From an optimization exercise on the open Yosys and OpenROAD flow, aimed at small area, a short achievable clock period and few clock cycles per item; shortcuts taken in it are not production practice.
Where RTL was checked, it was by simulation tests only, not by an equivalence proof against the original.
Function not checked in runs 4 and 5: the RTL went through the layout flow alone.

`flow/design.v`:
```
module seq_operator_unit (
    input  logic        clk,
    input  logic        rst,
    input  logic        in_valid,
    output logic        in_ready,
    input  logic [3:0]  op,
    input  logic        is_signed,
    input  logic [31:0] a,
    input  logic [31:0] b,
    output logic        out_valid,
    input  logic        out_ready,
    output logic [31:0] result,
    output logic        div_by_zero
);
    localparam logic [3:0] OP_ADD  = 4'd0,  OP_SUB  = 4'd1,  OP_MUL  = 4'd2,  OP_DIV  = 4'd3,
                           OP_MOD  = 4'd4,  OP_AND  = 4'd5,  OP_OR   = 4'd6,  OP_XOR  = 4'd7,
                           OP_XNOR = 4'd8,  OP_SHL  = 4'd9,  OP_SHR  = 4'd10, OP_ASHR = 4'd11,
                           OP_RAND = 4'd12, OP_ROR  = 4'd13, OP_RXOR = 4'd14, OP_LT   = 4'd15;
    localparam logic [1:0] S_EXEC = 2'd0,   
                           S_MUL  = 2'd1,   
                           S_ITER = 2'd2,   
                           S_FIX  = 2'd3;   
    logic        xv;
    logic [1:0]  xst;
    logic [3:0]  xop;
    logic        xsg;
    logic        xsub;      
    logic        fin;       
    logic [31:0] r1, r2, r3;
    logic [31:0] rc;        
    logic [7:0]  mb;        
    logic        bprev;     
    logic        negq, negr;
    logic        fdz;       
    logic [4:0]  cnt;
    logic [6:0]  dd;        
    logic        yv, zv;
    logic [31:0] yres;
    logic        ydz, zdz;
    function automatic logic [31:0] rev32(input logic [31:0] v);
        for (int i = 0; i < 32; i++) rev32[i] = v[31-i];
    endfunction
    function automatic logic [5:0] lzc32(input logic [31:0] x);
        logic [15:0] z1; logic [15:0] c1;
        logic [7:0]  z2; logic [7:0][1:0] c2;
        logic [3:0]  z3; logic [3:0][2:0] c3;
        logic [1:0]  z4; logic [1:0][3:0] c4;
        logic        z5; logic [4:0] c5;
        for (int g = 0; g < 16; g++) begin
            z1[g] = ~(x[2*g+1] | x[2*g]);
            c1[g] = ~x[2*g+1];
        end
        for (int g = 0; g < 8; g++) begin
            z2[g] = z1[2*g+1] & z1[2*g];
            c2[g] = z1[2*g+1] ? {1'b1, c1[2*g]} : {1'b0, c1[2*g+1]};
        end
        for (int g = 0; g < 4; g++) begin
            z3[g] = z2[2*g+1] & z2[2*g];
            c3[g] = z2[2*g+1] ? {1'b1, c2[2*g]} : {1'b0, c2[2*g+1]};
        end
        for (int g = 0; g < 2; g++) begin
            z4[g] = z3[2*g+1] & z3[2*g];
            c4[g] = z3[2*g+1] ? {1'b1, c3[2*g]} : {1'b0, c3[2*g+1]};
        end
        z5 = z4[1] & z4[0];
        c5 = z4[1] ? {1'b1, c4[0]} : {1'b0, c4[1]};
        lzc32 = z5 ? 6'd32 : {1'b0, c5};
    endfunction
    function automatic logic [5:0] lz_mag(input logic [31:0] v, input logic neg);
        logic [31:0] t;
        logic        p2;
        t  = neg ? ~v : v;
        p2 = ((v[30:0] & ~v[31:1]) == 31'd0);
        lz_mag = lzc32(t) - {5'd0, neg && p2};
    endfunction
    wire is_div   = (xop == OP_DIV) || (xop == OP_MOD);
    wire is_divop = (xop == OP_DIV);
    wire is_mul   = (xop == OP_MUL);
    wire        do_sub = xsub;
    wire [32:0] addsum = {1'b0, r1} + {1'b0, r2 ^ {32{do_sub}}} + {32'd0, do_sub};
    wire        borrow = ~addsum[32];
    wire        lt     = (xsg && (r1[31] != r2[31])) ? r1[31] : borrow;
    wire        q_zero  = dd[6];
    wire [4:0]  d_amt   = q_zero ? 5'd0 : dd[4:0];
    wire        al_mode = (xst == S_EXEC) && is_div;
    wire        big_sh  = !al_mode && (|r2[31:5]);
    wire        sh_l    = (xop == OP_SHL) || al_mode;
    wire        fill    = (xop == OP_ASHR) && xsg && r1[31];
    wire [31:0] sh_src  = al_mode ? r2 : r1;
    wire [4:0]  sh_amt  = al_mode ? d_amt : r2[4:0];
    wire [31:0] sh_in   = sh_l ? rev32(sh_src) : sh_src;
    wire [63:0] sh_w    = {{32{fill}}, sh_in} >> sh_amt;
    wire [31:0] sh_r    = big_sh ? {32{fill}} : sh_w[31:0];
    wire [31:0] sh_out  = sh_l ? rev32(sh_r) : sh_r;
    logic [31:0] alu_res;
    always_comb begin
        case (xop)
            OP_ADD, OP_SUB: alu_res = addsum[31:0];
            OP_AND:  alu_res = r1 & r2;
            OP_OR:   alu_res = r1 | r2;
            OP_XOR:  alu_res = r1 ^ r2;
            OP_XNOR: alu_res = ~(r1 ^ r2);
            OP_SHL, OP_SHR, OP_ASHR: alu_res = sh_out;
            OP_RAND: alu_res = {31'd0, &r1};
            OP_ROR:  alu_res = {31'd0, |r1};
            OP_RXOR: alu_res = {31'd0, ^r1};
            OP_LT:   alu_res = {31'd0, lt};
            default: alu_res = 32'd0;
        endcase
    end
    function automatic logic [63:0] csa(input logic [31:0] x, input logic [31:0] y, input logic [31:0] z);
        csa = {((x & y) | (z & (x ^ y))) << 1, x ^ y ^ z};
    endfunction
    logic [31:0] ms, mc;
    always_comb begin
        logic [8:0]  bb;
        logic [31:0] row [0:3];
        logic [31:0] corr;
        logic [63:0] t0, t1, t2, t3, t4;
        bb   = {mb, bprev};
        corr = '0;
        for (int i = 0; i < 4; i++) begin
            logic d0, d1, d2, neg, one, two;
            d0 = bb[2*i]; d1 = bb[2*i+1]; d2 = bb[2*i+2];
            neg = d2 & ~(d1 & d0);
            one = d1 ^ d0;
            two = (d2 & ~d1 & ~d0) | (~d2 & d1 & d0);
            row[i] = ((({32{one}} & r1) | ({32{two}} & (r1 << 1))) ^ {32{neg}}) << (2*i);
            corr[2*i] = neg;
        end
        t0 = csa(row[0], row[1], row[2]);
        t1 = csa(row[3], corr, r3);
        t2 = csa(t0[31:0], t0[63:32], t1[31:0]);
        t3 = csa(t2[31:0], t2[63:32], t1[63:32]);
        t4 = csa(t3[31:0], t3[63:32], rc);
        ms = t4[31:0];
        mc = t4[63:32];
    end
    wire mul_last = (r2[31:7] == 25'd0) || (r2[31:7] == '1);
    wire in_div  = (op == OP_DIV) || (op == OP_MOD);
    wire in_mul  = (op == OP_MUL);
    wire in_bnz  = (b != 32'd0);
    wire a_sg    = is_signed && a[31];
    wire b_sg    = is_signed && b[31];
    wire a_neg   = in_div && a_sg;
    wire b_neg   = in_div && b_sg;
    wire [6:0] in_dd = {1'b0, lz_mag(b, b_sg)} - {1'b0, lz_mag(a, a_sg)};
    wire        b_zero   = (r2 == 32'd0);
    wire        ge       = ~borrow;               
    wire [31:0] rem_nx   = ge ? addsum[31:0] : r1;
    wire        last1    = (cnt == 5'd0);
    wire        it_last  = last1;
    wire [31:0] quo_nx   = {r3[30:0], ge};
    wire [31:0] rem_fin  = rem_nx;
    wire        need_fix = is_divop ? negq : negr;
    logic [31:0] x_oth;
    logic        x_dz;
    always_comb begin
        x_oth = alu_res;
        x_dz  = 1'b0;
        case (xst)
            S_EXEC: begin
                if (is_div) begin
                    x_oth = is_divop ? 32'hFFFF_FFFF : r1;
                    x_dz  = 1'b1;
                end
            end
            S_ITER:  x_oth = is_divop ? quo_nx : rem_fin;
            S_FIX: begin
                x_oth = addsum[31:0];
                x_dz  = fdz;
            end
            default: ;
        endcase
    end
    wire in_fin = in_mul ? 1'b0 : (in_div ? (!in_bnz && !((op == OP_MOD) && a_sg)) : 1'b1);
    logic fin_nx;
    always_comb begin
        case (xst)
            S_EXEC, S_MUL: fin_nx = is_mul ? mul_last : (b_zero || ((d_amt == 5'd0) && !need_fix));
            S_ITER:        fin_nx = it_last || ((cnt == 5'd1) && !need_fix);
            default:       fin_nx = 1'b1;
        endcase
    end
    wire x_done = xv && fin && !zv;
    wire x_step = xv && !fin && !zv;
    assign in_ready = !xv || x_done;
    wire push   = x_done;
    wire y_load = !yv || out_ready;
    always_ff @(posedge clk or posedge rst) begin
        if (rst) begin
            xv  <= 1'b0;
            xst <= S_EXEC;
            fin <= 1'b0;
        end else if (in_ready) begin
            xv  <= in_valid;
            xst <= S_EXEC;
            fin <= in_fin;
        end else if (x_step) begin
            fin <= fin_nx;
            case (xst)
                S_EXEC, S_MUL: xst <= is_mul ? (mul_last ? S_FIX : S_MUL) : (b_zero ? S_FIX : S_ITER);
                S_ITER:  xst <= it_last ? S_FIX : S_ITER;
                default: xst <= xst;
            endcase
        end
    end
    always_ff @(posedge clk) begin
        if (in_ready) begin
            xop  <= op;
            xsg  <= is_signed;
            xsub <= (op == OP_SUB) || (op == OP_LT) || in_div;
            r1   <= a_neg ? -a : a;
            r2   <= b_neg ? -b : b;
            mb   <= b[7:0];
            bprev <= 1'b0;
            rc   <= 32'd0;
            dd   <= in_dd;
            negq <= a_neg ^ b_neg;
            negr <= a_neg;
            fdz  <= 1'b0;
        end else if (x_step) begin
            case (xst)
                S_EXEC, S_MUL: begin
                    if (is_mul) begin
                        if (mul_last) begin
                            r1 <= ms;
                            r2 <= mc;
                        end else begin
                            r1    <= r1 << 8;
                            r2    <= {{8{r2[31]}}, r2[31:8]};
                            mb    <= r2[15:8];
                            bprev <= r2[7];
                        end
                        rc <= mc;
                    end else if (b_zero) begin
                        r1  <= 32'd0;
                        r2  <= r1;
                        fdz <= 1'b1;
                    end else begin
                        r2  <= sh_out;
                        cnt <= d_amt;
                    end
                end
                S_ITER: begin
                    if (it_last) begin
                        r1 <= 32'd0;
                        r2 <= is_divop ? quo_nx : rem_fin;
                    end else begin
                        r1 <= rem_nx;
                        r2 <= r2 >> 1;
                    end
                    cnt <= cnt - 5'd1;
                end
                default: ;
            endcase
        end
    end
    always_ff @(posedge clk) begin
        if (push && !y_load) begin
            r3  <= x_oth;
            zdz <= x_dz;
        end else if (zv ? y_load : in_ready) begin
            r3 <= 32'd0;
        end else if (x_step) begin
            if (xst == S_ITER) r3 <= quo_nx;
            else if (is_mul)   r3 <= ms;
        end
    end
    always_ff @(posedge clk or posedge rst) begin
        if (rst) begin
            yv <= 1'b0;
            zv <= 1'b0;
        end else if (y_load) begin
            yv <= zv || push;
            zv <= 1'b0;
        end else if (push) begin
            zv <= 1'b1;
        end
    end
    always_ff @(posedge clk) begin
        if (y_load) begin
            yres <= zv ? r3 : x_oth;
            ydz  <= zv ? zdz : x_dz;
        end
    end
    assign out_valid   = yv;
    assign result      = yres;
    assign div_by_zero = ydz;
endmodule
```
`flow/run.sh`:
```
#!/bin/bash
# synth_recipe.tcl (not shown) runs the flow's synth.tcl, then flattens the netlist and writes it again
# the make line also repeats each setting of config.mk as NAME=value (left out here)
make -C /OpenROAD-flow-scripts/flow DESIGN_CONFIG=/design/flow/config.mk WORK_HOME=/design/flow/orfs CLKGATE_MAP_FILE= SYNTH_SCRIPT=/design/flow/synth_recipe.tcl finish
```
`flow/constraint.sdc`:
```
create_clock -name core_clock -period 9.5 [get_ports {clk}]
set_input_delay 1.9000 -clock core_clock [delete_from_list [all_inputs] [get_ports {clk}]]
set_output_delay 1.9000 -clock core_clock [all_outputs]
set_load 0.01 [all_outputs]
```
`flow/config.mk`:
```
export PLATFORM = sky130hd
export DESIGN_NAME = seq_operator_unit
export DESIGN_NICKNAME = seq_operator_unit
export VERILOG_FILES = /design/flow/design.v
export SDC_FILE = /design/flow/constraint.sdc
export NUM_CORES = 4
export LEC_CHECK = 0
export CAP_MARGIN = 20
export CORE_MARGIN = 2
export CORE_UTILIZATION = 40
export SETUP_SLACK_MARGIN = 5
export SLEW_MARGIN = 20
```
==> results of run 1 <==
[metrics by stage]
stage / utilization, % / hold WS [ps] / instance area, um2
floorplan: - / 437 / 28800
global placement: 43.4 / 453 / 30900
detailed placement: 43.4 / 473 / 30900
CTS: 46.6 / 489 / 33100
global route: 49.2 / 507 / 35000
finish: 49.2 / 485 / 35000
[per-layer routing]
metal  vias to the layer above  routed length [um]
met5                         -                 214
met4                        12               16700
met3                       927               27600
met2                      3044               63900
met1                     15879               60300
li1                      13454                   -
[logic make-up after synthesis]
group	Yosys count	synth area share [%]
AND/OR/NAND/NOR	945	14.9
flip-flops	194	19.2
adder cells (fa/ha/maj)	297	15.9
AO/OA/AOI/OAI	1192	27.8
XOR/XNOR	269	8.23
multiplexers	182	6.61
buffers and inverters	552	7.39
[worst paths after layout]
| check | cells past startpoint | start | end | slack, ps |
|---|---|---|---|---|
| hold / removal | 2 | rc[20] | rc[20] | 480 |
| max in group asynchronous | 2 | rst | fin | 7580 |
| hold reg to reg | 2 | rc[20] | rc[20] | 480 |
| setup / recovery | 12 | r2[9] | r2[27] | 4790 |
| min in group asynchronous | 2 | rst | yv | 1670 |
| setup reg to reg | 12 | r2[9] | r2[27] | 4790 |
[layout make-up]
| type | count | area (um2) | share of cell area, % |
|---|---|---|---|
| Antenna cell | 11 | 27.5 | 0.0786 |
| Clock buffer | 17 | 425 | 1.21 |
| Clock inverter | 15 | 221 | 0.632 |
| Inverter | 252 | 1000 | 2.87 |
| Multi-Input combinational cell | 2890 | 23200 | 66.4 |
| Sequential cell | 194 | 5490 | 15.7 |
| Tap cell | 950 | 1190 | 3.39 |
| Timing Repair Buffer | 351 | 3400 | 9.72 |
| Timing Repair inverter | 2 | 20.0 | 0.0572 |
[flip-flops by register name (all words and copies together) (netlist names), 2 cells and up]
register / count
r1: 32
r2: 32
r3: 32
yres: 32
rc: 29
mb: 8
dd: 6
cnt: 5
xop: 4
xst: 2
[synthesized netlist by cell type (21+ instances only)]
cell type | number | area [um2]
sky130_fd_sc_hd__ha_1 | 185 | 2310
sky130_fd_sc_hd__a221oi_1 | 62 | 543
sky130_fd_sc_hd__a22oi_1 | 137 | 1030
sky130_fd_sc_hd__mux2_2 | 45 | 507
sky130_fd_sc_hd__nor2_1 | 255 | 957
sky130_fd_sc_hd__o211ai_1 | 42 | 315
sky130_fd_sc_hd__buf_1 | 29 | 109
sky130_fd_sc_hd__inv_1 | 246 | 923
sky130_fd_sc_hd__edfxtp_1 | 157 | 4710
sky130_fd_sc_hd__nor4_1 | 23 | 144
sky130_fd_sc_hd__nor3_1 | 38 | 190
sky130_fd_sc_hd__nand2b_1 | 29 | 181
sky130_fd_sc_hd__o221ai_1 | 55 | 482
sky130_fd_sc_hd__mux2i_1 | 133 | 1330
sky130_fd_sc_hd__o22ai_1 | 39 | 244
sky130_fd_sc_hd__o21ai_0 | 181 | 906
sky130_fd_sc_hd__a21o_1 | 27 | 203
sky130_fd_sc_hd__buf_2 | 21 | 105
sky130_fd_sc_hd__xor2_1 | 103 | 902
sky130_fd_sc_hd__nand4_1 | 32 | 200
sky130_fd_sc_hd__a211oi_1 | 46 | 345
sky130_fd_sc_hd__a31oi_1 | 40 | 250
sky130_fd_sc_hd__xnor2_1 | 166 | 1450
sky130_fd_sc_hd__clkbuf_1 | 247 | 927
sky130_fd_sc_hd__fa_1 | 112 | 2240
sky130_fd_sc_hd__o21a_1 | 26 | 195
sky130_fd_sc_hd__and2_1 | 25 | 156
sky130_fd_sc_hd__dfxtp_1 | 31 | 621
sky130_fd_sc_hd__nor2b_1 | 23 | 144
sky130_fd_sc_hd__a221o_1 | 35 | 350
sky130_fd_sc_hd__a21oi_1 | 342 | 1710
sky130_fd_sc_hd__nand2_1 | 375 | 1410
sky130_fd_sc_hd__nand3_1 | 71 | 355
[repair_timing]
item	CTS	global route
gates resized for setup	393	281
pin swaps	53	130
buffers inserted	53	60
setup endpoints to repair	139	120
cloned	8	11
[worst min-delay path, delay by kind of cell (launching register included)]
family	cells	cell delay, ps
simple gates	1	60
flops	1	340
compound gates	1	50
==> run summary, run 1 <==
initial antenna violation count=13; Row Count=98; vias after detailed routing=roughly 33000; ratio of routed vias to standard cells=7.12; master cell of the clock root buffer=sky130_fd_sc_hd__clkbuf_16; number of max-capacitance violations reported=0; DRC violations left=0; portion of the post-synthesis area used by sequential elements=19.2%; die area=0.0737 mm2; vias in the first global route=30183; total routing resource utilization after global routing=a little over two fifths; largest net degree at the start of global routing=76; FF+latch count, synth=194; final-stage net count=4078; proportion of layout cells with a drive suffix above 1=between 20% and 30%; Worst Setup End Kind=flip-flop; placed insts=4507; clock buffer count from CTS=17; number of failing setup endpoints in the final timing report=0; maximum number of buffers from clock root to sink=2; synthesized netlist net count=4001; Clock Pin Slew Worst Setup and Hold Paths=around 100 ps; GR Layer Usage met1=between 50% and 60%; hold violation total from the final report=0; clock latency at the later pin of the worst-skew pair=~520 ps; met3 track utilization from global routing=between 20% and 30%; wire length of the first global-routing pass=231 mm; initial detailed-routing violation count=6070; ports placed on the boundary=108; number of distinct library cells after synthesis=89; cell chain of the critical path=nor4_1 -> nand4_1 -> nor3_1 -> buf_4 -> and3_1 -> nor2_1 -> buf_4 -> nand2_1 -> nor2_1 -> a221o_1 -> o21ai_1 -> a21oi_1; gate count of the mapped netlist=3631; time the worst path needs with I/O delays and setup=4710 ps; data required time of the worst path=about 9800 ps; cts-stage hold buffer count=0; tightest slew margin relative to the limit=6.55%; summed negative setup slack over all endpoints=0 ps; Routability Congestion=1.14; number of routed nets with antenna violations=0; layer with the highest usage=met2; warning count from the yosys run=2; status=timing/DRC/antenna clean; Fillers=6928; Setup Crit Path Kind=flip-flop to flip-flop; post-layout instance count excluding filler cells=about 4700; average wire per standard cell=36.0 um; HP Class=flip-flop to flip-flop; final-report max-slew violation count=0; primary flip-flop cell chosen by synthesis mapping=sky130_fd_sc_hd__edfxtp_1; number of buffers added on ports=107; M2 GR Usage=59.6%; Mapped Avg Cell Area=7.89 um2; slew at the pin closest to its max-slew limit=between 1000 and 1500 ps; category of the worst setup path launch point=flip-flop; CTS sink cnt=194; CTS tree=yes; die extent in x=272 um; top library cells by usage in the layout, fill and taps aside=357 x sky130_fd_sc_hd__nand2_1, 303 x sky130_fd_sc_hd__a21oi_1, 234 x sky130_fd_sc_hd__nor2_1, 230 x sky130_fd_sc_hd__inv_1, 197 x sky130_fd_sc_hd__buf_4; Pre-antenna DRT Iters=14; Final Skew=~16 ps; asr flop ratio synth=3.09%; number of enable flip-flop cells after synthesis=157; cell type group with the largest total delay on the critical path=simple AND/OR/NAND/NOR gates; GR Overflow Total=0; setup slack after placement=around 3400 ps; total detailed-routing wirelength=169 mm; number of H-tree branching levels=4; critical path's largest stage delay=about 900 ps; CP max FO=15; WP data arrival=between 4000 and 5000 ps; unrepaired setup endpoints after global routing=true; detailed placement HPWL=~120 mm; most frequent standard cell in the layout excluding fill and tap cells=sky130_fd_sc_hd__nand2_1; buffers and inverters on the worst path=2; Floorplan Core Area=0.0711 mm2; height of the die=272 um; starting utilization of the core area=40.3%; Max stage delay cell, worst path=sky130_fd_sc_hd__and3_1; crit share post-route=49.6%; setup ws final=4790 ps; post-synthesis instance area=0.0286 mm2; P&R area growth vs syn=22.3%; Fmax=0.212 GHz
Testbench counts, summed over its fixed seeds: cycles 6,474, items 3,200.
==> run 2, diff against run 1 <==
--- a/flow/design.v
+++ b/flow/design.v
@@ -26,4 +26,5 @@
     logic        xsg;
     logic        xsub;      
+    logic        bn;        
     logic        fin;       
     logic [31:0] r1, r2, r3;
@@ -210,7 +211,8 @@
             xop  <= op;
             xsg  <= is_signed;
-            xsub <= (op == OP_SUB) || (op == OP_LT) || in_div;
+            xsub <= (op == OP_SUB) || (op == OP_LT) || (in_div && !b_neg);
+            bn   <= b_neg;
             r1   <= a_neg ? -a : a;
-            r2   <= b_neg ? -b : b;
+            r2   <= b;
             mb   <= b[7:0];
             bprev <= 1'b0;
@@ -235,7 +237,8 @@
                         rc <= mc;
                     end else if (b_zero) begin
-                        r1  <= 32'd0;
-                        r2  <= r1;
-                        fdz <= 1'b1;
+                        r1   <= 32'd0;
+                        r2   <= r1;
+                        fdz  <= 1'b1;
+                        xsub <= 1'b1;
                     end else begin
                         r2  <= sh_out;
@@ -245,9 +248,10 @@
                 S_ITER: begin
                     if (it_last) begin
-                        r1 <= 32'd0;
-                        r2 <= is_divop ? quo_nx : rem_fin;
+                        r1   <= 32'd0;
+                        r2   <= is_divop ? quo_nx : rem_fin;
+                        xsub <= 1'b1;
                     end else begin
-                        r1 <= rem_nx;
-                        r2 <= r2 >> 1;
+                        r1   <= rem_nx;
+                        r2   <= {bn, r2[31:1]};
                     end
                     cnt <= cnt - 5'd1;
--- a/flow/config.mk
+++ b/flow/config.mk
@@ -6,5 +6,7 @@
 export NUM_CORES = 4
 export LEC_CHECK = 0
+export ABC_AREA = 1
 export CAP_MARGIN = 20
+export CELL_PAD_IN_SITES_DETAIL_PLACEMENT = 1
 export CORE_MARGIN = 2
 export CORE_UTILIZATION = 40
==> run 2 against run 1 <==
Still clean. Count of clock-buffer cells in the layout did not move. Sequential share of layout area is 0.98 points higher. Synthesized area down 1.8%. Routed wire length rose by 0.43%. Worst hold slack got worse by 2.1 ps. Die area decreased by 1.8%. Core utilization is 1.7 points lower. Non-clock buffer count fell by 41. Highest routed layer unchanged.
==> run summary, run 2 <==
status=timing/DRC/antenna clean (unchanged); initial detailed-routing violation count=4359 (was 6070); tightest slew margin relative to the limit=15.7% (was 6.55%); Routability Congestion=1.09 (was 1.14); largest net degree at the start of global routing=59 (was 76); gate count of the mapped netlist=4239 (was 3631); starting utilization of the core area=40.3% (about the same); ratio of routed vias to standard cells=6.49 (was 7.12); Setup Crit Path Kind=flip-flop to flip-flop (unchanged); DRC violations left=0 (unchanged); final-stage net count=4699 (was 4078); GR Overflow Total=0 (unchanged); slew at the pin closest to its max-slew limit=1250 ps (was 1390 ps); number of distinct library cells after synthesis=61 (was 89); data required time of the worst path=9800 ps (was 9760 ps); crit share post-route=48.9% (was 49.6%); number of routed nets with antenna violations=0 (unchanged); P&R area growth vs syn=17.9% (was 22.3%); hold violation total from the final report=0 (unchanged); critical path's most frequent cell=sky130_fd_sc_hd__fa_1; top library cells by usage in the layout, fill and taps aside=1121 x sky130_fd_sc_hd__nand2_1, 521 x sky130_fd_sc_hd__nand3_1, 407 x sky130_fd_sc_hd__inv_1, 198 x sky130_fd_sc_hd__o21ai_0, 197 x sky130_fd_sc_hd__nor2_1 (was 357 x sky130_fd_sc_hd__nand2_1, 303 x sky130_fd_sc_hd__a21oi_1, 234 x sky130_fd_sc_hd__nor2_1, 230 x sky130_fd_sc_hd__inv_1, 197 x sky130_fd_sc_hd__buf_4); time the worst path needs with I/O delays and setup=4650 ps (was 4710 ps); CP max FO=29 (was 15); number of H-tree branching levels=4 (unchanged); CTS sink cnt=195 (was 194); buffers and inverters on the worst path=5 (was 2); most area-consuming cells after synthesis=sky130_fd_sc_hd__edfxtp_1 17%, sky130_fd_sc_hd__nand2_1 15%, sky130_fd_sc_hd__nand3_1 9.3%, sky130_fd_sc_hd__ha_1 8.2%, sky130_fd_sc_hd__fa_1 8.0% (was sky130_fd_sc_hd__edfxtp_1 16%, sky130_fd_sc_hd__ha_1 8.1%, sky130_fd_sc_hd__fa_1 7.8%, sky130_fd_sc_hd__a21oi_1 6.0%, sky130_fd_sc_hd__xnor2_1 5.1%); summed negative setup slack over all endpoints=0 ps (unchanged); total detailed-routing wirelength=169 mm (about the same); portion of the post-synthesis area used by sequential elements=19.6% (was 19.2%); wire length of the first global-routing pass=237 mm (was 231 mm); primary flip-flop cell chosen by synthesis mapping=sky130_fd_sc_hd__edfxtp_1 (unchanged); category of the worst setup path launch point=flip-flop (unchanged); final-report max-slew violation count=0 (unchanged); maximum number of buffers from clock root to sink=2 (unchanged); post-synthesis instance area=0.0281 mm2 (was 0.0286 mm2); die extent in x=269 um (was 272 um); total routing resource utilization after global routing=46.0% (was 43.8%); initial antenna violation count=8 (was 13); HP Class=flip-flop to flip-flop (unchanged); Max stage delay cell, worst path=sky130_fd_sc_hd__fa_1 (was sky130_fd_sc_hd__and3_1); proportion of layout cells with a drive suffix above 1=13.3% (was 20.5%); height of the die=269 um (was 272 um); number of failing setup endpoints in the final timing report=0 (unchanged); number of buffers added on ports=107 (unchanged); Row Count=97 (was 98); number of enable flip-flop cells after synthesis=158 (was 157); clock latency at the later pin of the worst-skew pair=550 ps (was 520 ps); die area=0.0724 mm2 (was 0.0737 mm2); CTS tree=yes (unchanged); clock buffer count from CTS=17 (unchanged); Mapped Avg Cell Area=6.63 um2 (was 7.89 um2); cell type group with the largest total delay on the critical path=adder cells (was simple AND/OR/NAND/NOR gates); Synth top cells by count=1140 x sky130_fd_sc_hd__nand2_1, 524 x sky130_fd_sc_hd__nand3_1, 454 x sky130_fd_sc_hd__inv_1, 239 x sky130_fd_sc_hd__nor2_1, 220 x sky130_fd_sc_hd__o21ai_0 (was 375 x sky130_fd_sc_hd__nand2_1, 342 x sky130_fd_sc_hd__a21oi_1, 255 x sky130_fd_sc_hd__nor2_1, 247 x sky130_fd_sc_hd__clkbuf_1, 246 x sky130_fd_sc_hd__inv_1); vias after detailed routing=34312 (was 33316); FF+latch count, synth=195 (was 194); unrepaired setup endpoints after global routing=true (unchanged); Worst Setup End Kind=flip-flop (unchanged); synthesized netlist net count=4608 (was 4001); most frequent standard cell in the layout excluding fill and tap cells=sky130_fd_sc_hd__nand2_1 (unchanged); Clock Pin Slew Worst Setup and Hold Paths=100 ps (about the same); Pre-antenna DRT Iters=6 (was 14); Fmax=0.215 GHz (was 0.212 GHz); vias in the first global route=33325 (was 30183); core utilization of the finished layout=47.5% (was 49.2%); fraction of synthesized cell area taken by the top area cell type=16.9% (was 16.5%); Final Skew=31.6 ps (was 16.0 ps); asr flop ratio synth=3.08% (was 3.09%); master cell of the clock root buffer=sky130_fd_sc_hd__clkbuf_16 (unchanged); ports placed on the boundary=108 (unchanged); critical path's largest stage delay=530 ps (was 900 ps); detailed placement HPWL=124 mm (was 120 mm); cell chain of the critical path=buf_4 -> o21ai_2 -> o21ai_4 -> buf_12 -> o22ai_1 -> xor2_1 -> fa_1 -> inv_1 -> fa_1 -> inv_1 -> fa_1 -> fa_1 -> nand2_2 -> o221ai_1 -> a21oi_2 -> nand3_4 -> o21ai_4 -> inv_1 (was nor4_1 -> nand4_1 -> nor3_1 -> buf_4 -> and3_1 -> nor2_1 -> buf_4 -> nand2_1 -> nor2_1 -> a221o_1 -> o21ai_1 -> a21oi_1); number of max-capacitance violations reported=0 (unchanged); warning count from the yosys run=2 (unchanged); average wire per standard cell=32.0 um (was 36.0 um); biggest area consumer among synthesized cells=sky130_fd_sc_hd__edfxtp_1 (unchanged); Floorplan Core Area=0.0698 mm2 (was 0.0711 mm2); WP data arrival=4940 ps (was 4970 ps); leading cell type by number of instances after synthesis=sky130_fd_sc_hd__nand2_1 (unchanged)
run 2: cell count changes after synthesis, sizes merged, moves of 76 or more:
cell and delta:
nand2 +772, nand3 +455, inv +213, a21oi -198, mux2i -134, xnor2 -133, o22ai +117, a22oi -116
xor2 +77, clkbuf -76
run 2: per-stage QoR:
stage	cell area, um2	worst slack [ps]	hold WS, ps	std cells
2_1_floorplan	28200	4930	440	4239
3_3_place_gp	30200	3660	453	5130
3_5_place_dp	30200	3510	456	5131
4_1_cts	32100	4910	478	5239
5_1_grt	33100	4720	510	5283
6_report	33200	4850	483	5288
run 2: layout make-up:
type | count | area (um2)
inverters | 475 | 1900
well taps | 940 | 1180
clock buffers | 17 | 425
repair buffers | 310 | 2830
fillers | 9014 | 36600
repair inverters | 2 | 15.0
multi-input cells | 3329 | 21000
diodes | 5 | 12.5
clock inverters | 15 | 230
flip-flops and latches | 195 | 5520
run 2: path summary, 6_finish.rpt:
| kind | startpoint | endpoint | slack [ps] | depth (start not counted) |
|---|---|---|---|---|
| worst max-delay path | mb[3] | r2[18] | 4850 | 18 |
| worst min-delay path | fdz | fdz | 480 | 1 |
| worst max register to register | mb[3] | r2[18] | 4850 | 18 |
| worst min register to register | fdz | fdz | 480 | 1 |
| max in group asynchronous | rst | xst[0] | 7570 | 2 |
| min in group asynchronous | rst | zv | 1640 | 2 |
run 2: layer usage:
metal / vias to the layer above / global-route usage, % / wire length (um)
li1: 14433 / - / -
met1: 16695 / 56.3 / 62900
met2: 2419 / 67.2 / 70100
met3: 757 / 14.4 / 20200
met4: 8 / 35.2 / 16100
met5: - / 0 / 57
run 2: worst reg2reg max path, stage by stage, from the launching register on:
cell	delay, ps
sky130_fd_sc_hd__edfxtp_1	490
sky130_fd_sc_hd__buf_4	190
sky130_fd_sc_hd__o21ai_2	220
sky130_fd_sc_hd__o21ai_4	100
sky130_fd_sc_hd__buf_12	180
sky130_fd_sc_hd__o22ai_1	220
sky130_fd_sc_hd__xor2_1	130
sky130_fd_sc_hd__fa_1	530
sky130_fd_sc_hd__inv_1	50
sky130_fd_sc_hd__fa_1	470
sky130_fd_sc_hd__inv_1	50
sky130_fd_sc_hd__fa_1	460
sky130_fd_sc_hd__fa_1	420
sky130_fd_sc_hd__nand2_2	150
sky130_fd_sc_hd__o221ai_1	160
sky130_fd_sc_hd__a21oi_2	210
sky130_fd_sc_hd__nand3_4	180
sky130_fd_sc_hd__o21ai_4	150
sky130_fd_sc_hd__inv_1	70
run 2: logic make-up after synthesis:
logic type	count (synthesis)	share of synthesized area, %
AOI/OAI and AO/OA	759	16.4
buffers and inverters	717	9.88
xor gates and xnor gates	213	6.64
DFF	195	19.6
muxes	1	0.0356
and+or+nand+nor	2058	31.2
adders and majority gates	296	16.2
run 2: repair_timing:
| item | CTS | global route |
|---|---|---|
| endpoints found under the setup margin | 139 | 120 |
| resized for setup | 254 | 215 |
| pin swaps | 38 | 49 |
| gates cloned | 6 | 3 |
| hold buffers | 0 | 0 |
| buffers inserted | 70 | 41 |
Testbench counts of run 2, summed over its fixed seeds: cycles 6,474, items 3,200.
==> run 3, diff against run 2 <==
--- a/flow/design.v
+++ b/flow/design.v
@@ -130,9 +130,9 @@
             corr[2*i] = neg;
         end
-        t0 = csa(row[0], row[1], row[2]);
-        t1 = csa(row[3], corr, r3);
-        t2 = csa(t0[31:0], t0[63:32], t1[31:0]);
-        t3 = csa(t2[31:0], t2[63:32], t1[63:32]);
-        t4 = csa(t3[31:0], t3[63:32], rc);
+        t0 = csa(corr, r3, rc);
+        t1 = csa(row[0], row[1], row[2]);
+        t2 = csa(row[3], t0[31:0], t0[63:32]);
+        t3 = csa(t1[31:0], t1[63:32], t2[31:0]);
+        t4 = csa(t3[31:0], t3[63:32], t2[63:32]);
         ms = t4[31:0];
         mc = t4[63:32];
==> run 3 against run 2 <==
Still clean on timing, DRC and antenna. Sequential share of layout area increased by 0.58 points. Die area rose by 0.36%. Worst setup slack improved by 9.5 ps. Sequential cell count is 1 higher. Core utilization shrank 1.5 points. Clock skew decreased by 5.1 ps. Global-route usage is 0.11 points lower. Count of clock-buffer cells in the layout stayed put. Final area decreased by 3.1%. Cell count about the same. Critical path type unchanged. Critical endpoint is now r2[12]. Highest routed layer unchanged.
==> run summary, run 3 <==
initial antenna violation count=9 (was 8); die area=0.0727 mm2 (was 0.0724 mm2); portion of the post-synthesis area used by sequential elements=19.6% (about the same); ratio of routed vias to standard cells=6.48 (was 6.49); warning count from the yosys run=2 (unchanged); HP Class=flip-flop to flip-flop (unchanged); final-report max-slew violation count=0 (unchanged); critical path's most frequent cell=sky130_fd_sc_hd__nand2_1 (was sky130_fd_sc_hd__fa_1); vias in the first global route=33042 (was 33325); post-synthesis instance area=0.0282 mm2 (was 0.0281 mm2); status=timing/DRC/antenna clean (unchanged); buffers and inverters on the worst path=2 (was 5); Pre-antenna DRT Iters=6 (unchanged); Row Count=97 (unchanged); number of distinct library cells after synthesis=62 (was 61); fraction of synthesized cell area taken by the top area cell type=16.8% (was 16.9%); detailed placement HPWL=129 mm (was 124 mm); Worst Setup End Kind=flip-flop (unchanged); FF+latch count, synth=196 (was 195); cts-stage hold buffer count=0 (unchanged); maximum number of buffers from clock root to sink=2 (unchanged); height of the die=270 um (was 269 um); Synth top cells by count=1235 x sky130_fd_sc_hd__nand2_1, 544 x sky130_fd_sc_hd__nand3_1, 417 x sky130_fd_sc_hd__inv_1, 228 x sky130_fd_sc_hd__o21ai_0, 225 x sky130_fd_sc_hd__nor2_1 (was 1140 x sky130_fd_sc_hd__nand2_1, 524 x sky130_fd_sc_hd__nand3_1, 454 x sky130_fd_sc_hd__inv_1, 239 x sky130_fd_sc_hd__nor2_1, 220 x sky130_fd_sc_hd__o21ai_0); category of the worst setup path launch point=flip-flop (unchanged); ports placed on the boundary=108 (unchanged); hold violation total from the final report=0 (unchanged); Floorplan Core Area=0.0699 mm2 (was 0.0698 mm2); die extent in x=270 um (was 269 um); clock latency at the later pin of the worst-skew pair=540 ps (was 550 ps); number of H-tree branching levels=4 (unchanged); Fillers=9168 (was 9014); number of routed nets with antenna violations=0 (unchanged); starting utilization of the core area=40.4% (was 40.3%); synthesized netlist net count=4641 (was 4608); leading cell type by number of instances after synthesis=sky130_fd_sc_hd__nand2_1 (unchanged); Fmax=0.216 GHz (was 0.215 GHz); WP data arrival=4900 ps (was 4940 ps); critical path's largest stage delay=700 ps (was 530 ps); clock buffer count from CTS=17 (unchanged); setup ws final=4860 ps (was 4850 ps); GR Overflow Total=0 (unchanged); biggest area consumer among synthesized cells=sky130_fd_sc_hd__edfxtp_1 (unchanged); number of enable flip-flop cells after synthesis=158 (unchanged); initial detailed-routing violation count=4643 (was 4359); summed negative setup slack over all endpoints=0 ps (unchanged); Mapped Avg Cell Area=6.61 um2 (was 6.63 um2); P&R area growth vs syn=13.9% (was 17.9%); Setup Crit Path Kind=flip-flop to flip-flop (unchanged); top library cells by usage in the layout, fill and taps aside=1213 x sky130_fd_sc_hd__nand2_1, 532 x sky130_fd_sc_hd__nand3_1, 378 x sky130_fd_sc_hd__inv_1, 211 x sky130_fd_sc_hd__o21ai_0, 193 x sky130_fd_sc_hd__nor2_1 (was 1121 x sky130_fd_sc_hd__nand2_1, 521 x sky130_fd_sc_hd__nand3_1, 407 x sky130_fd_sc_hd__inv_1, 198 x sky130_fd_sc_hd__o21ai_0, 197 x sky130_fd_sc_hd__nor2_1); Final Skew=26.5 ps (was 31.6 ps); CP max FO=14 (was 29); DRC violations left=0 (unchanged); Clock Pin Slew Worst Setup and Hold Paths=90 ps (was 100 ps); slew at the pin closest to its max-slew limit=1170 ps (was 1250 ps); total routing resource utilization after global routing=45.9% (was 46.0%); average wire per standard cell=32.8 um (was 32.0 um); proportion of layout cells with a drive suffix above 1=10.8% (was 13.3%); Routability Congestion=1.11 (was 1.09); wire length of the first global-routing pass=241 mm (was 237 mm); asr flop ratio synth=3.06% (was 3.08%); most frequent standard cell in the layout excluding fill and tap cells=sky130_fd_sc_hd__nand2_1 (unchanged); cell chain of the critical path=clkinvlp_4 -> o22ai_1 -> xor2_1 -> fa_1 -> fa_1 -> inv_1 -> fa_1 -> a221oi_1 -> nand2_1 -> nand2_1 -> nand2_1 -> nand2_1 -> o21ai_1 (was buf_4 -> o21ai_2 -> o21ai_4 -> buf_12 -> o22ai_1 -> xor2_1 -> fa_1 -> inv_1 -> fa_1 -> inv_1 -> fa_1 -> fa_1 -> nand2_2 -> o221ai_1 -> a21oi_2 -> nand3_4 -> o21ai_4 -> inv_1); number of max-capacitance violations reported=0 (unchanged); master cell of the clock root buffer=sky130_fd_sc_hd__clkbuf_16 (unchanged); CTS tree=yes (unchanged); Max stage delay cell, worst path=sky130_fd_sc_hd__edfxtp_1 (was sky130_fd_sc_hd__fa_1); unrepaired setup endpoints after global routing=true (unchanged); tightest slew margin relative to the limit=21.6% (was 15.7%); data required time of the worst path=9760 ps (was 9800 ps); primary flip-flop cell chosen by synthesis mapping=sky130_fd_sc_hd__edfxtp_1 (unchanged); cell type group with the largest total delay on the critical path=adder cells (unchanged); time the worst path needs with I/O delays and setup=4640 ps (was 4650 ps); largest net degree at the start of global routing=58 (was 59); crit share post-route=48.8% (was 48.9%); number of buffers added on ports=107 (unchanged); most area-consuming cells after synthesis=sky130_fd_sc_hd__edfxtp_1 17%, sky130_fd_sc_hd__nand2_1 16%, sky130_fd_sc_hd__nand3_1 9.7%, sky130_fd_sc_hd__ha_1 8.2%, sky130_fd_sc_hd__fa_1 8.0% (was sky130_fd_sc_hd__edfxtp_1 17%, sky130_fd_sc_hd__nand2_1 15%, sky130_fd_sc_hd__nand3_1 9.3%, sky130_fd_sc_hd__ha_1 8.2%, sky130_fd_sc_hd__fa_1 8.0%); total detailed-routing wirelength=174 mm (was 169 mm); number of failing setup endpoints in the final timing report=0 (unchanged); gate count of the mapped netlist=4269 (was 4239); CTS sink cnt=196 (was 195); vias after detailed routing=34231 (was 34312); final-stage net count=4700 (was 4699); setup slack after placement=3440 ps (was 3510 ps)
-- run 3: changes by cell type in the layout (fill, tap and decap cells not counted), sizes merged, moves of 6 or more --
cell	previous run	this run
buf	199	166
a21oi	146	133
nor3	46	33
nand2	1149	1246
inv	455	422
nor2	241	230
nand4	25	36
nand3	526	544
nor4	19	13
o221ai	25	16
dlygate4sd2	31	19
o211ai	66	57
xnor2	33	27
-- run 3: path summary, 6_finish.rpt --
| path | depth (start not counted) | slack (ps) | endpoint | from |
|---|---|---|---|---|
| setup / recovery | 13 | 4860 | r2[12] | r1[11] |
| hold / removal | 1 | 510 | fdz | fdz |
| setup reg to reg | 13 | 4860 | r2[12] | r1[11] |
| hold reg to reg | 1 | 510 | fdz | fdz |
| max in group asynchronous | 2 | 7610 | xst[1] | rst |
| min in group asynchronous | 2 | 1640 | yv | rst |
-- run 3: timing repair --
action / 4_1_cts / 5_1_grt
endpoints found under the hold margin: 0 / 0
pin swaps: 18 / 45
gates cloned: 5 / 7
resized for setup: 149 / 183
setup buffers: 24 / 66
endpoints found under the setup margin: 130 / 100
-- run 3: per-layer routing --
layer | track usage [%] | vias up | wire length [um]
met5 | 0 | - | 140
met4 | 32.8 | 10 | 15300
met3 | 14.7 | 692 | 20900
met2 | 67.0 | 2331 | 71600
met1 | 56.8 | 16753 | 65600
li1 | - | 14445 | -
-- run 3: cells by family (layout without fill, tap and decap cells) --
logic type	count (synthesis)	in the layout	share of synthesized area, %
XOR/XNOR	207	207	6.43
buffers and inverters	683	747	9.50
multiplexers	1	1	0.0355
AND/OR/NAND/NOR	2152	2160	32.4
AO/OA/AOI/OAI	731	731	15.8
flip-flops	196	196	19.6
adder cells (fa/ha/maj)	299	299	16.3
other	0	5	0
-- run 3: final cells by class --
class	count	area, um2	area share [%]
antenna	5	12.5	0.0389
sequential	196	5540	17.2
clock buffer	17	425	1.32
timing repair buffer	272	2310	7.18
timing repair inverter	2	12.5	0.0389
multi-input combinational	3398	20700	64.5
clock inverter	15	160	0.498
tap	940	1180	3.66
inverter	441	1780	5.52
-- run 3: stage by stage --
stage,cell area (um2),util (%),instances,hold WS (ps)
finish,32100,46.0,5286,505
global route,32100,46.0,5281,533
CTS,31200,44.6,5208,509
detailed placement,30200,43.2,5147,488
global placement,30200,43.2,5147,448
floorplan,28300,-,4269,440
Testbench counts of run 3, summed over its fixed seeds: cycles 6,474, items 3,200.
==> run 4, diff against run 3 <==
--- a/flow/design.v
+++ b/flow/design.v
@@ -30,6 +30,5 @@
     logic [31:0] r1, r2, r3;
     logic [31:0] rc;        
-    logic [7:0]  mb;        
-    logic        bprev;     
+    logic [3:0]  bneg, bone, btwo;   
     logic        negq, negr;
     logic        fdz;       
@@ -113,20 +112,22 @@
         csa = {((x & y) | (z & (x ^ y))) << 1, x ^ y ^ z};
     endfunction
+    function automatic logic [11:0] booth8(input logic [8:0] bb);    
+        for (int i = 0; i < 4; i++) begin
+            logic d0, d1, d2;
+            d0 = bb[2*i]; d1 = bb[2*i+1]; d2 = bb[2*i+2];
+            booth8[8+i] = d2 & ~(d1 & d0);
+            booth8[4+i] = d1 ^ d0;
+            booth8[i]   = (d2 & ~d1 & ~d0) | (~d2 & d1 & d0);
+        end
+    endfunction
     logic [31:0] ms, mc;
     always_comb begin
-        logic [8:0]  bb;
         logic [31:0] row [0:3];
         logic [31:0] corr;
         logic [63:0] t0, t1, t2, t3, t4;
-        bb   = {mb, bprev};
         corr = '0;
         for (int i = 0; i < 4; i++) begin
-            logic d0, d1, d2, neg, one, two;
-            d0 = bb[2*i]; d1 = bb[2*i+1]; d2 = bb[2*i+2];
-            neg = d2 & ~(d1 & d0);
-            one = d1 ^ d0;
-            two = (d2 & ~d1 & ~d0) | (~d2 & d1 & d0);
-            row[i] = ((({32{one}} & r1) | ({32{two}} & (r1 << 1))) ^ {32{neg}}) << (2*i);
-            corr[2*i] = neg;
+            row[i] = ((({32{bone[i]}} & r1) | ({32{btwo[i]}} & (r1 << 1))) ^ {32{bneg[i]}}) << (2*i);
+            corr[2*i] = bneg[i];
         end
         t0 = csa(corr, r3, rc);
@@ -215,6 +216,5 @@
             r1   <= a_neg ? -a : a;
             r2   <= b;
-            mb   <= b[7:0];
-            bprev <= 1'b0;
+            {bneg, bone, btwo} <= booth8({b[7:0], 1'b0});
             rc   <= 32'd0;
             dd   <= in_dd;
@@ -232,6 +232,5 @@
                             r1    <= r1 << 8;
                             r2    <= {{8{r2[31]}}, r2[31:8]};
-                            mb    <= r2[15:8];
-                            bprev <= r2[7];
+                            {bneg, bone, btwo} <= booth8(r2[15:7]);
                         end
                         rc <= mc;
==> run 4 against run 3 <==
Routed wire length down 3.1%. Critical path depth up 1. Die area up 2.3%. Clock skew about the same. Register-to-register slack about the same. Sequential cell count up 3. Fmax about the same. Critical path type unchanged. Critical endpoint is now r2[11].
==> run summary, run 4 <==
number of max-capacitance violations reported=0 (unchanged); initial antenna violation count=12 (was 9); height of the die=273 um (was 270 um); status=timing/DRC/antenna clean (unchanged); ports placed on the boundary=108 (unchanged); maximum number of buffers from clock root to sink=2 (unchanged); Setup Crit Path Kind=flip-flop to flip-flop (unchanged); leading cell type by number of instances after synthesis=sky130_fd_sc_hd__nand2_1 (unchanged); buffers and inverters on the worst path=3 (was 2); detailed placement HPWL=123 mm (was 129 mm); most area-consuming cells after synthesis=sky130_fd_sc_hd__edfxtp_1 17%, sky130_fd_sc_hd__nand2_1 16%, sky130_fd_sc_hd__nand3_1 8.8%, sky130_fd_sc_hd__ha_1 8.4%, sky130_fd_sc_hd__fa_1 7.8% (was sky130_fd_sc_hd__edfxtp_1 17%, sky130_fd_sc_hd__nand2_1 16%, sky130_fd_sc_hd__nand3_1 9.7%, sky130_fd_sc_hd__ha_1 8.2%, sky130_fd_sc_hd__fa_1 8.0%); cts-stage hold buffer count=0 (unchanged); startpoint of the worst-slack reg-to-reg timing path=r2[26] (was r1[11]); largest net degree at the start of global routing=68 (was 58); Clock Pin Slew Worst Setup and Hold Paths=100 ps (was 90 ps); portion of the post-synthesis area used by sequential elements=19.5% (was 19.6%); warning count from the yosys run=2 (unchanged); worst-case reg-to-reg path depth=14 (was 13); critical path's most frequent cell=sky130_fd_sc_hd__nand2_1 (unchanged); unrepaired setup endpoints after global routing=true (unchanged); Row Count=98 (was 97); final-stage net count=4849 (was 4700); wire length of the first global-routing pass=234 mm (was 241 mm); R2R Path End=r2[11] (was r2[12]); summed negative setup slack over all endpoints=0 ps (unchanged); number of buffers added on ports=107 (unchanged); primary flip-flop cell chosen by synthesis mapping=sky130_fd_sc_hd__edfxtp_1 (unchanged); P&R area growth vs syn=15.9% (was 13.9%); DRC violations left=0 (unchanged); proportion of layout cells with a drive suffix above 1=12.3% (was 10.8%); hold violation total from the final report=0 (unchanged); CTS tree=yes (unchanged); ratio of routed vias to standard cells=6.44 (was 6.48); Fmax=0.216 GHz (about the same); Synth top cells by count=1257 x sky130_fd_sc_hd__nand2_1, 508 x sky130_fd_sc_hd__nand3_1, 406 x sky130_fd_sc_hd__inv_1, 281 x sky130_fd_sc_hd__o21ai_0, 239 x sky130_fd_sc_hd__nor2_1 (was 1235 x sky130_fd_sc_hd__nand2_1, 544 x sky130_fd_sc_hd__nand3_1, 417 x sky130_fd_sc_hd__inv_1, 228 x sky130_fd_sc_hd__o21ai_0, 225 x sky130_fd_sc_hd__nor2_1); cell chain of the critical path=inv_1 -> nor4_2 -> nand3_1 -> o31ai_2 -> inv_2 -> buf_4 -> o21ai_0 -> a21oi_1 -> a21oi_1 -> nand2_1 -> nand2_1 -> nand2_1 -> nand2_1 -> nand2_1 (was clkinvlp_4 -> o22ai_1 -> xor2_1 -> fa_1 -> fa_1 -> inv_1 -> fa_1 -> a221oi_1 -> nand2_1 -> nand2_1 -> nand2_1 -> nand2_1 -> o21ai_1); average wire per standard cell=30.9 um (was 32.8 um); initial detailed-routing violation count=4901 (was 4643); endpoint with the worst hold slack=fdz (unchanged); gate count of the mapped netlist=4372 (was 4269); Mapped Avg Cell Area=6.60 um2 (was 6.61 um2); Final Skew=26.9 ps (was 26.5 ps); cell type group with the largest total delay on the critical path=compound AO/OA/AOI/OAI gates (was adder cells); time the worst path needs with I/O delays and setup=4640 ps (about the same); number of enable flip-flop cells after synthesis=162 (was 158); most frequent standard cell in the layout excluding fill and tap cells=sky130_fd_sc_hd__nand2_1 (unchanged); number of H-tree branching levels=4 (unchanged); top library cells by usage in the layout, fill and taps aside=1245 x sky130_fd_sc_hd__nand2_1, 502 x sky130_fd_sc_hd__nand3_1, 368 x sky130_fd_sc_hd__inv_1, 245 x sky130_fd_sc_hd__o21ai_0, 201 x sky130_fd_sc_hd__nor2_1 (was 1213 x sky130_fd_sc_hd__nand2_1, 532 x sky130_fd_sc_hd__nand3_1, 378 x sky130_fd_sc_hd__inv_1, 211 x sky130_fd_sc_hd__o21ai_0, 193 x sky130_fd_sc_hd__nor2_1); vias in the first global route=33344 (was 33042); synthesized netlist net count=4751 (was 4641); r2r setup slk=4860 ps (about the same); post-synthesis instance area=0.0289 mm2 (was 0.0282 mm2); clock latency at the later pin of the worst-skew pair=540 ps (about the same); vias after detailed routing=35019 (was 34231); category of the worst setup path launch point=flip-flop (unchanged); slew at the pin closest to its max-slew limit=1270 ps (was 1170 ps); total detailed-routing wirelength=168 mm (was 174 mm); total routing resource utilization after global routing=43.5% (was 45.9%); number of distinct library cells after synthesis=69 (was 62); GR Overflow Total=0 (unchanged); WP data arrival=4920 ps (was 4900 ps); number of failing setup endpoints in the final timing report=0 (unchanged); tightest slew margin relative to the limit=14.9% (was 21.6%); number of routed nets with antenna violations=0 (unchanged); CTS sink cnt=199 (was 196); die extent in x=273 um (was 270 um); HP Class=flip-flop to flip-flop (unchanged); Routability Congestion=1.11 (about the same); crit share post-route=48.8% (about the same); data required time of the worst path=9780 ps (was 9760 ps); die area=0.0743 mm2 (was 0.0727 mm2); cell depth of the worst min-delay path=2 (was 1); fraction of synthesized cell area taken by the top area cell type=16.9% (was 16.8%); asr flop ratio synth=3.02% (was 3.06%); CP max FO=22 (was 14); starting utilization of the core area=40.4% (about the same); Pre-antenna DRT Iters=8 (was 6); Floorplan Core Area=0.0715 mm2 (was 0.0699 mm2); clock buffer count from CTS=17 (unchanged); minimum hold slack=466 ps (was 505 ps); Worst Setup End Kind=flip-flop (unchanged); FF+latch count, synth=199 (was 196); critical path's largest stage delay=600 ps (was 700 ps); master cell of the clock root buffer=sky130_fd_sc_hd__clkbuf_16 (unchanged); final-report max-slew violation count=0 (unchanged); biggest area consumer among synthesized cells=sky130_fd_sc_hd__edfxtp_1 (unchanged); source of the worst hold timing path=fdz (unchanged); Max stage delay cell, worst path=sky130_fd_sc_hd__o31ai_2 (was sky130_fd_sc_hd__edfxtp_1)
-- run 4: cell count changes in the layout (fill, tap and decap cells not counted), sizes merged, moves of 9 or more --
| cell | delta |
|---|---|
| nand2 | +32 |
| buf | +37 |
| nor2 | +11 |
| xor2 | -9 |
| nand3 | -29 |
| o22ai | -10 |
| a21oi | +61 |
| a221oi | -14 |
| a22oi | -16 |
| clkinvlp | +9 |
| o21ai | +47 |
-- run 4: how the worst max path moves through the flow --
stage          startpoint     end  slack (ps)  cells past startpoint
2_1_floorplan       a[31]   dd[6]        4890                     20
3_3_place_gp    is_signed   dd[6]        3160                     17
3_5_place_dp    is_signed   dd[6]        3040                     18
4_1_cts           bone[1]  r2[12]        4840                     15
5_1_grt              xsub   r2[9]        4680                     20
6_report           r2[26]  r2[11]        4860                     14
-- run 4: final cells by class --
type	instances	area, um2
Clock buffer	18	439
Inverter	443	1800
Timing Repair Buffer	306	2670
Antenna cell	7	17.5
Multi-Input combinational cell	3496	21500
Clock inverter	14	190
Sequential cell	199	5640
Fill cell	9346	38000
Tap cell	950	1190
Timing Repair inverter	7	50.0
-- run 4: timing repair --
| item | 4_1_cts | 5_1_grt |
|---|---|---|
| gates cloned | 8 | 8 |
| setup buffers | 44 | 92 |
| setup endpoints to repair | 117 | 116 |
| pin swaps | 28 | 33 |
| resized for setup | 190 | 198 |
-- run 4: cell families (layout without fill, tap and decap cells) --
family          after synthesis  after routing  synth area share (%)
fa+ha+maj                   306            306                  16.2
compound gates              806            806                  16.6
flops                       199            199                  19.5
buf+inv                     685            788                  9.40
mux                           1              1                0.0347
xor+xnor                    200            200                  6.07
simple gates               2175           2183                  32.2
other cells                   0              7                     0
-- run 4: worst min-delay path, stage by stage (launching register included) --
cell	delay [ps]
sky130_fd_sc_hd__dfxtp_1	330
sky130_fd_sc_hd__inv_1	50
sky130_fd_sc_hd__a21oi_1	50
-- run 4: through the flow --
stage / utilization (%) / std cells / setup slack [ps] / area (um2)
after floorplan: - / 4372 / 4890 / 29000
after global placement: 42.9 / 5248 / 3160 / 30700
after detailed placement: 42.9 / 5248 / 3040 / 30700
after CTS: 44.9 / 5332 / 4840 / 32100
after global routing: 46.8 / 5433 / 4680 / 33400
final: 46.8 / 5440 / 4860 / 33500
-- run 4: routing by layer --
layer  vias up  part of all wire (%)  global-route usage [%]
met5         -                 0.041                       0
met4        10                   9.9                    34.1
met3       748                    12                    12.7
met2      2405                    41                    62.6
met1     16998                    38                    54.4
li1      14858                     -                       -
==> run 5, diff against run 4 <==
--- a/flow/design.v
+++ b/flow/design.v
@@ -30,5 +30,6 @@
     logic [31:0] r1, r2, r3;
     logic [31:0] rc;        
-    logic [3:0]  bneg, bone, btwo;   
+    logic [7:0]  mb;        
+    logic        bprev;     
     logic        negq, negr;
     logic        fdz;       
@@ -112,22 +113,20 @@
         csa = {((x & y) | (z & (x ^ y))) << 1, x ^ y ^ z};
     endfunction
-    function automatic logic [11:0] booth8(input logic [8:0] bb);    
-        for (int i = 0; i < 4; i++) begin
-            logic d0, d1, d2;
-            d0 = bb[2*i]; d1 = bb[2*i+1]; d2 = bb[2*i+2];
-            booth8[8+i] = d2 & ~(d1 & d0);
-            booth8[4+i] = d1 ^ d0;
-            booth8[i]   = (d2 & ~d1 & ~d0) | (~d2 & d1 & d0);
-        end
-    endfunction
     logic [31:0] ms, mc;
     always_comb begin
+        logic [8:0]  bb;
         logic [31:0] row [0:3];
         logic [31:0] corr;
         logic [63:0] t0, t1, t2, t3, t4;
+        bb   = {mb, bprev};
         corr = '0;
         for (int i = 0; i < 4; i++) begin
-            row[i] = ((({32{bone[i]}} & r1) | ({32{btwo[i]}} & (r1 << 1))) ^ {32{bneg[i]}}) << (2*i);
-            corr[2*i] = bneg[i];
+            logic d0, d1, d2, neg, one, two;
+            d0 = bb[2*i]; d1 = bb[2*i+1]; d2 = bb[2*i+2];
+            neg = d2 & ~(d1 & d0);
+            one = d1 ^ d0;
+            two = (d2 & ~d1 & ~d0) | (~d2 & d1 & d0);
+            row[i] = ((({32{one}} & r1) | ({32{two}} & (r1 << 1))) ^ {32{neg}}) << (2*i);
+            corr[2*i] = neg;
         end
         t0 = csa(corr, r3, rc);
@@ -208,4 +207,37 @@
         end
     end
+    wire mul_stp = x_step && is_mul;
+    wire mul_fin = mul_stp && mul_last;
+    logic [31:0] r1_o, r2_o;
+    always_comb begin
+        r1_o = r1;
+        r2_o = r2;
+        if (in_ready) begin
+            r1_o = a_neg ? -a : a;
+            r2_o = b;
+        end else if (mul_stp) begin
+            r1_o = r1 << 8;
+            r2_o = {{8{r2[31]}}, r2[31:8]};
+        end else if (x_step && xst == S_EXEC) begin
+            if (b_zero) begin
+                r1_o = 32'd0;
+                r2_o = r1;
+            end else begin
+                r2_o = sh_out;
+            end
+        end else if (x_step && xst == S_ITER) begin
+            if (it_last) begin
+                r1_o = 32'd0;
+                r2_o = is_divop ? quo_nx : rem_fin;
+            end else begin
+                r1_o = rem_nx;
+                r2_o = {bn, r2[31:1]};
+            end
+        end
+    end
+    always_ff @(posedge clk) begin
+        r1 <= mul_fin ? ms : r1_o;
+        r2 <= mul_fin ? mc : r2_o;
+    end
     always_ff @(posedge clk) begin
         if (in_ready) begin
@@ -214,7 +246,6 @@
             xsub <= (op == OP_SUB) || (op == OP_LT) || (in_div && !b_neg);
             bn   <= b_neg;
-            r1   <= a_neg ? -a : a;
-            r2   <= b;
-            {bneg, bone, btwo} <= booth8({b[7:0], 1'b0});
+            mb   <= b[7:0];
+            bprev <= 1'b0;
             rc   <= 32'd0;
             dd   <= in_dd;
@@ -226,32 +257,18 @@
                 S_EXEC, S_MUL: begin
                     if (is_mul) begin
-                        if (mul_last) begin
-                            r1 <= ms;
-                            r2 <= mc;
-                        end else begin
-                            r1    <= r1 << 8;
-                            r2    <= {{8{r2[31]}}, r2[31:8]};
-                            {bneg, bone, btwo} <= booth8(r2[15:7]);
+                        if (!mul_last) begin
+                            mb    <= r2[15:8];
+                            bprev <= r2[7];
                         end
                         rc <= mc;
                     end else if (b_zero) begin
-                        r1   <= 32'd0;
-                        r2   <= r1;
                         fdz  <= 1'b1;
                         xsub <= 1'b1;
                     end else begin
-                        r2  <= sh_out;
                         cnt <= d_amt;
                     end
                 end
                 S_ITER: begin
-                    if (it_last) begin
-                        r1   <= 32'd0;
-                        r2   <= is_divop ? quo_nx : rem_fin;
-                        xsub <= 1'b1;
-                    end else begin
-                        r1   <= rem_nx;
-                        r2   <= {bn, r2[31:1]};
-                    end
+                    if (it_last) xsub <= 1'b1;
                     cnt <= cnt - 5'd1;
                 end
==> run 5 against run 4 <==
Still clean on timing, DRC and antenna. Sequential share of layout area rose by 0.24 points. Worst hold slack improved by 9.2 ps. Core utilization fell by 0.61 points. Count of clock-buffer cells in the layout rose by 1. Final area fell by 3.3%. Register-to-register slack barely moved. Via count fell by 1.8%.
==> run summary, run 5 <==
status=timing/DRC/antenna clean (unchanged); CTS tree=yes (unchanged); FF+latch count, synth=196 (was 199); final-report max-slew violation count=0 (unchanged); maximum number of buffers from clock root to sink=2 (unchanged); post-synthesis instance area=0.0283 mm2 (was 0.0289 mm2); Mapped Avg Cell Area=6.67 um2 (was 6.60 um2); Row Count=97 (was 98); wire length of the first global-routing pass=238 mm (was 234 mm); worst setup path endpoint=r2[30] (was r2[11]); biggest area consumer among synthesized cells=sky130_fd_sc_hd__edfxtp_1 (unchanged); asr flop ratio synth=3.06% (was 3.02%); data required time of the worst path=9860 ps (was 9780 ps); WP data arrival=4990 ps (was 4920 ps); average wire per standard cell=32.2 um (was 30.9 um); category of the worst setup path launch point=flip-flop (unchanged); vias after detailed routing=34385 (was 35019); GR Overflow Total=0 (unchanged); time the worst path needs with I/O delays and setup=4630 ps (was 4640 ps); FF+latch area=0.00553 mm2 (was 0.00564 mm2); most frequent standard cell in the layout excluding fill and tap cells=sky130_fd_sc_hd__nand2_1 (unchanged); r2r setup slk=4870 ps (was 4860 ps); total routing resource utilization after global routing=45.1% (was 43.5%); Synth top cells by count=1061 x sky130_fd_sc_hd__nand2_1, 482 x sky130_fd_sc_hd__nand3_1, 419 x sky130_fd_sc_hd__inv_1, 309 x sky130_fd_sc_hd__o21ai_0, 275 x sky130_fd_sc_hd__nor2_1 (was 1257 x sky130_fd_sc_hd__nand2_1, 508 x sky130_fd_sc_hd__nand3_1, 406 x sky130_fd_sc_hd__inv_1, 281 x sky130_fd_sc_hd__o21ai_0, 239 x sky130_fd_sc_hd__nor2_1); primary flip-flop cell chosen by synthesis mapping=sky130_fd_sc_hd__edfxtp_1 (unchanged); R2R Path End=r2[30] (was r2[11]); die area=0.0729 mm2 (was 0.0743 mm2); DRC violations left=0 (unchanged); gate count of the mapped netlist=4247 (was 4372); tightest slew margin relative to the limit=15.4% (was 14.9%); detailed placement HPWL=123 mm (about the same); initial detailed-routing violation count=4826 (was 4901); Pre-antenna DRT Iters=6 (was 8); number of buffers added on ports=107 (unchanged); vias in the first global route=32871 (was 33344); Clock Pin Slew Worst Setup and Hold Paths=100 ps (about the same); leading cell type by number of instances after synthesis=sky130_fd_sc_hd__nand2_1 (unchanged); Setup Crit Path Kind=flip-flop to flip-flop (unchanged); master cell of the clock root buffer=sky130_fd_sc_hd__clkbuf_16 (unchanged); worst-case reg-to-reg path depth=11 (was 14); number of routed nets with antenna violations=0 (unchanged); startpoint of the worst-slack reg-to-reg timing path=r2[15] (was r2[26]); total detailed-routing wirelength=169 mm (was 168 mm); CP max FO=56 (was 22); hold violation total from the final report=0 (unchanged); buffers and inverters on the worst path=4 (was 3)
==> run 5: changes by cell type after synthesis, moves of 12 or more <==
| cell | delta |
|---|---|
| sky130_fd_sc_hd__nand2_1 | -196 |
| sky130_fd_sc_hd__nand3_1 | -26 |
| sky130_fd_sc_hd__nor2_1 | +36 |
| sky130_fd_sc_hd__inv_1 | +13 |
| sky130_fd_sc_hd__o21ai_1 | +23 |
| sky130_fd_sc_hd__a221oi_1 | +18 |
| sky130_fd_sc_hd__buf_2 | -12 |
| sky130_fd_sc_hd__or2_2 | -20 |
| sky130_fd_sc_hd__clkbuf_1 | +31 |
| sky130_fd_sc_hd__o21ai_0 | +28 |
==> run 5: per-stage QoR <==
| stage | utilization (%) | area, um2 | instances | hold slack [ps] |
|---|---|---|---|---|
| 2_1_floorplan | - | 28400 | 4247 | 430 |
| 3_3_place_gp | 43.2 | 30300 | 5123 | 455 |
| 3_5_place_dp | 43.2 | 30300 | 5123 | 460 |
| 4_1_cts | 44.8 | 31400 | 5183 | 473 |
| 5_1_grt | 46.2 | 32300 | 5242 | 507 |
| 6_report | 46.2 | 32300 | 5244 | 475 |
==> run 5: what timing repair did <==
item,4_1_cts,5_1_grt
hold buffers,0,0
pin swaps,25,36
setup endpoints to repair,125,112
cloned,10,6
gates resized for setup,127,190
buffers inserted,18,50
==> run 5: area by class of cell <==
class	count	area share [%]
Antenna cell	2	0.0155
Clock buffer	19	1.40
Clock inverter	13	0.476
Inverter	441	5.38
Multi-Input combinational cell	3368	64.5
Sequential cell	196	17.1
Tap cell	940	3.64
Timing Repair Buffer	261	7.40
Timing Repair inverter	4	0.101
==> run 5: how the worst min path moves through the flow <==
stage                      to  startpoint  slack, ps  cells past startpoint
after floorplan           fdz         fdz        430                      2
after global placement    fdz         fdz        460                      2
after detailed placement  fdz         fdz        460                      2
after CTS                 fdz         fdz        470                      2
after global routing      fdz         fdz        510                      2
final                     fdz         fdz        480                      2
==> run 5: logic make-up (layout without fill, tap and decap cells) <==
logic type | Yosys count | after routing | synth area share (%)
and+or+nand+nor | 1956 | 1962 | 29.5
AOI/OAI and AO/OA | 899 | 902 | 18.9
buffers and inverters | 692 | 738 | 9.56
adders and majority gates | 299 | 299 | 16.2
xor gates and xnor gates | 204 | 204 | 6.31
DFF | 196 | 196 | 19.5
muxes | 1 | 1 | 0.0353
other | 0 | 2 | 0
==> run 5: metal layers <==
layer / GRT usage, % / part of all wire, %
met1: 55.0 / 37
met2: 63.8 / 40
met3: 17.8 / 13
met4: 33.5 / 9.6
met5: 0.987 / 0.088
==> run 5: tightest hold or removal path: stages, from the launching register on <==
cell and delay (ps):
sky130_fd_sc_hd__dfxtp_1 330, sky130_fd_sc_hd__inv_1 50, sky130_fd_sc_hd__a21oi_1 50

port drivers added, routing unchanged:
No port has a modelled driver above. Below, the same layouts with a new extraction and two added sets of constraints. Step 1 (the two cells are an assumption about what drives the block):
set clk [get_ports {clk}]
set_driving_cell -lib_cell sky130_fd_sc_hd__clkbuf_16 $clk
set_driving_cell -lib_cell sky130_fd_sc_hd__buf_2 [delete_from_list [all_inputs] $clk]
Step 2 moves the port delays by t, midway between the first and last clock arrival at a register: inputs arrive t later, outputs are due t later. That takes back most of the time a late clock gives input paths. Slacks: ideal / step 1 / step 2; pairs: ideal / step 1.
run	shift t [ns]	slack for setup (ns)	worst setup path after step 2
run 1	0.581	4.793 / 4.793 / 4.423	input to register
run 2	0.601	4.853 / 4.853 / 4.468	input to register
run 3	0.587	4.863 / 4.863 / 4.436	input to register
run 4	0.599	4.863 / 4.863 / 4.480	input to register
run 5	0.581	4.865 / 4.865 / 4.548	input to register
After both steps setup and hold are still met in every run listed. For run 3, which loses most, drivers alone change the setup slack by 0.000 ns; drivers and shift together by -0.427 ns.
